This design comes from an exercise in tuning for small area on the open sky130 flow, not from production work. The RTL was checked by simulation tests, not by an equivalence proof against the original design. No activity file was given, so power comes from the tool's default toggle rates.

==> flow/design.v (excerpt) <==
module cube_display_driver
#(
  parameter int CLK_DIV    = 2,
  parameter int LAYER_HOLD = 64
) (
  input  logic                  Clk,
  input  logic                  Reset,
  input  logic [N_CELLS-1:0]    Cells,
  input  logic                  Cells_valid,
  output logic                  Frame_taken,
  output logic                  SR_data,
  output logic                  SR_clk,
  output logic                  SR_latch,
  output logic [N_SIDE-1:0]     Layer_en,
  output logic                  Frame_done
);
  logic [8:0]         pos;
  logic [2:0]         z;
  logic               shown;       
  logic [N_CELLS-1:0] frame_buf;
  logic [N_CELLS-1:0] cells_ord;
  logic [8:0]         pos_inc;
  logic               sr_data_q;   
  logic               sr_data_nx;
  logic               sr_load;
  logic start, shift, latch, hold, last, capture, hold_n, dat;
  assign start   = pos[8] & pos[7];
  assign shift   = ~pos[8];
  assign latch   = pos[8] & ~pos[7] & ~pos[6] & (pos[5:0] == 6'd0);
  assign hold    = pos[8] & ~pos[7] & ~latch;
  assign last    = pos[8] & ~pos[7] & pos[6];
  assign capture = start & (z == 3'd0) & Cells_valid & ~Reset;
  ...
Settings: LEC_CHECK=0, CAP_MARGIN=20, CORE_MARGIN=2, CORE_UTILIZATION=60, CTS_BUF_LIST=sky130_fd_sc_hd__clkbuf_8, CTS_CLUSTER_DIAMETER=60, CTS_CLUSTER_SIZE=20, SLEW_MARGIN=20, SYNTH_HIERARCHICAL=1; clock period 5.0 ns.
standard.sh (not shown) runs the stock make flow with config.mk's settings and CLKGATE_MAP_FILE= SYNTH_SCRIPT=/design/flow/synth_recipe.tcl, a recipe that flattens the netlist after the stock synthesis.
==> flow/flow/run.sh <==
#!/bin/bash
# Standard ORFS layout, with the port buffers made from the smallest buffer
# cell instead of the one buffer_ports picks by itself, and a clock tree
# without dummy balancing loads.
set -euo pipefail
export BUFFER_PORTS_ARGS="-buffer_cell sky130_fd_sc_hd__buf_1"
export CTS_ARGS="-sink_clustering_enable -repair_clock_nets -sink_clustering_size 10 -sink_clustering_max_diameter 40 -buf_list sky130_fd_sc_hd__clkbuf_4 -dont_use_dummy_load"
bash standard.sh finish > flow_make.log 2>&1
The baseline passed the timing, DRC and antenna checks.
Rerun with:
--- a/flow/flow/run.sh
+++ b/flow/flow/run.sh
@@ -7 +7 @@
-export CTS_ARGS="-sink_clustering_enable -repair_clock_nets -sink_clustering_size 10 -sink_clustering_max_diameter 40 -buf_list sky130_fd_sc_hd__clkbuf_4 -dont_use_dummy_load"
+export CTS_ARGS="-sink_clustering_enable -repair_clock_nets -sink_clustering_size 20 -sink_clustering_max_diameter 60 -buf_list sky130_fd_sc_hd__clkbuf_8 -dont_use_dummy_load"
CORE_UTILIZATION = 70   (was 60)
After rerunning: Power shrinks slightly; worst setup slack improved by 170 ps; wire length grows slightly; core utilization went up by 12 points; synthesized cell count stays the same; final area fell slightly; die area is lower by roughly a tenth; via count increases by a few percent; clock-buffer cell count went down by 31; clock power falls by a few percent.
Rerun with:
CORE_UTILIZATION = 60   (was 70)
After rerunning: The changed run finished clean; hold slack is better by 61 ps; register-to-register slack stays flat; via count came out lower by 3.5%; first-iteration DRC count came out lower by 24%; synthesized area does not change; clock power came out higher by about 10%; non-clock buffer count came out lower by 2; power came out higher by 2.6%; die area came out higher by 16%; final area came out higher by 0.51%; clock-buffer cell count came out higher by 7.
Rerun with:
==> flow/flow/run.sh (replaced) <==
#!/bin/bash
# Standard ORFS layout, with the port buffers made from the smallest buffer
# cell instead of the one buffer_ports picks by itself.
set -euo pipefail
export BUFFER_PORTS_ARGS="-buffer_cell sky130_fd_sc_hd__buf_1"
bash standard.sh finish > flow_make.log 2>&1
Effect: Setup slack loses 61 ps; worst hold slack barely changes; critical path depth stays the same; routed wire length went up slightly; power came out higher by a little under a tenth; die area does not change; maximum frequency goes down slightly; via count increases slightly; final cell count is higher slightly; flip-flop and latch count does not change.

Setup of v2:
cube_display_driver, a different RTL version from the one above (not shown whole).
Size: roughly 1400 cells after synthesis, ~530 flip-flops, roughly 530 I/O pins.
clock: 5.0 ns
lec_check: 0
cap_margin: 20
core_margin: 2
core_utilization: 40
cts_buf_list: sky130_fd_sc_hd__clkbuf_2 sky130_fd_sc_hd__clkbuf_4 sky130_fd_sc_hd__clkbuf_8
slew_margin: 20
synth_hierarchical: 1
==> flow/flow/run.sh <==
#!/bin/bash
# Standard ORFS layout, with the port buffers made from the smallest buffer
# cell instead of the one buffer_ports picks by itself.
set -euo pipefail
export BUFFER_PORTS_ARGS="-buffer_cell sky130_fd_sc_hd__buf_1"
bash standard.sh finish > flow_make.log 2>&1
Here is what was changed in the inputs of v33 compared with v2.
# v2
export LEC_CHECK = 0
export CAP_MARGIN = 20
export CORE_MARGIN = 2
export CORE_UTILIZATION = 40
export CTS_BUF_LIST = sky130_fd_sc_hd__clkbuf_2 sky130_fd_sc_hd__clkbuf_4 sky130_fd_sc_hd__clkbuf_8
export SLEW_MARGIN = 20
export SYNTH_HIERARCHICAL = 1
create_clock -name core_clock -period 5.0 [get_ports {Clk}]
# v33
export LEC_CHECK = 0
export CAP_MARGIN = 20
export CORE_MARGIN = 2
export CORE_UTILIZATION = 60
export CTS_BUF_LIST = sky130_fd_sc_hd__clkbuf_8
export CTS_CLUSTER_DIAMETER = 60
export CTS_CLUSTER_SIZE = 20
export SLEW_MARGIN = 20
export SYNTH_HIERARCHICAL = 1
create_clock -name core_clock -period 5.0 [get_ports {Clk}]
Results
- Compared to v2, v33 has layout-stage area growth over the synthesis result 8.4 points lower.
- Summary of v33 over v2: fraction of synthesized area in multiplexers shows no meaningful change; cell row count shrank by 19%; combinational group power grew by about 6%; core utilization higher; first-pass detailed-route iteration total grew by 2.
- Wire length on met3 in v33 is 11% higher than in v2
- Highest-power group: clock -> v2, registers -> v33
- Against v2 as the reference, v33 delivers a lower placeable core region.
Setup changes, v33 to v53
# v33
export LEC_CHECK = 0
export CAP_MARGIN = 20
export CORE_MARGIN = 2
export CORE_UTILIZATION = 60
export CTS_BUF_LIST = sky130_fd_sc_hd__clkbuf_8
export CTS_CLUSTER_DIAMETER = 60
export CTS_CLUSTER_SIZE = 20
export SLEW_MARGIN = 20
export SYNTH_HIERARCHICAL = 1
create_clock -name core_clock -period 5.0 [get_ports {Clk}]
# v53
export LEC_CHECK = 0
export CAP_MARGIN = 5
export CORE_MARGIN = 2
export CORE_UTILIZATION = 60
export CTS_BUF_LIST = sky130_fd_sc_hd__clkbuf_8
export CTS_CLUSTER_DIAMETER = 60
export CTS_CLUSTER_SIZE = 20
export SLEW_MARGIN = 5
export SYNTH_HIERARCHICAL = 1
create_clock -name core_clock -period 5.0 [get_ports {Clk}]
[summary]
- STATUS post-layout minimum cycle time: v53 loses against v33
- Comparing v33 with v53, the hold slack came out essentially unchanged.
- Of v53 and v33, it is v53 that has the lower setup slack after layout.
- Per the comparison of v53 with v33, remaining global-route overflow has remained practically unchanged, cts-stage hold buffer count comparable.

## separate check: timing with driven ports
How much do the figures lean on ideal ports? The routed layouts below were timed once more, with nothing changed but the port constraints.
Step 1: set_driving_cell puts a clkbuf_16 on Clk and a buf_2 on each other input, an assumption about the parent block.
Step 2 also shifts input and output timing later by t, the mid clock arrival at the registers, as if the neighbouring blocks saw the same clock.
Three values: ideal, step 1, step 2; two values: the first two.
run	t, ns	setup slack, ns	worst setup path at the end	worst data-port slew with drivers (ns)	pins driven straight from the clock port
the first run of note 1	0.786	1.147 / 1.097 / 1.349	register to register	0.12	1
the second run of note 1	0.667	1.313 / 1.288 / 1.313	register to register	0.14	1
the third run of note 1	0.599	1.300 / 1.279 / 1.300	register to register	0.12	1
the fourth run of note 1	0.611	1.239 / 1.239 / 1.239	register to register	0.12	1
v2	0.703	0.222 / 0.222 / 0.222	register to register	0.08	1
v33	0.603	0.306 / 0.306 / 0.306	register to register	0.09	1
v53	0.604	0.295 / 0.295 / 0.295	register to register	0.09	1
After both steps every run listed still meets setup and hold.
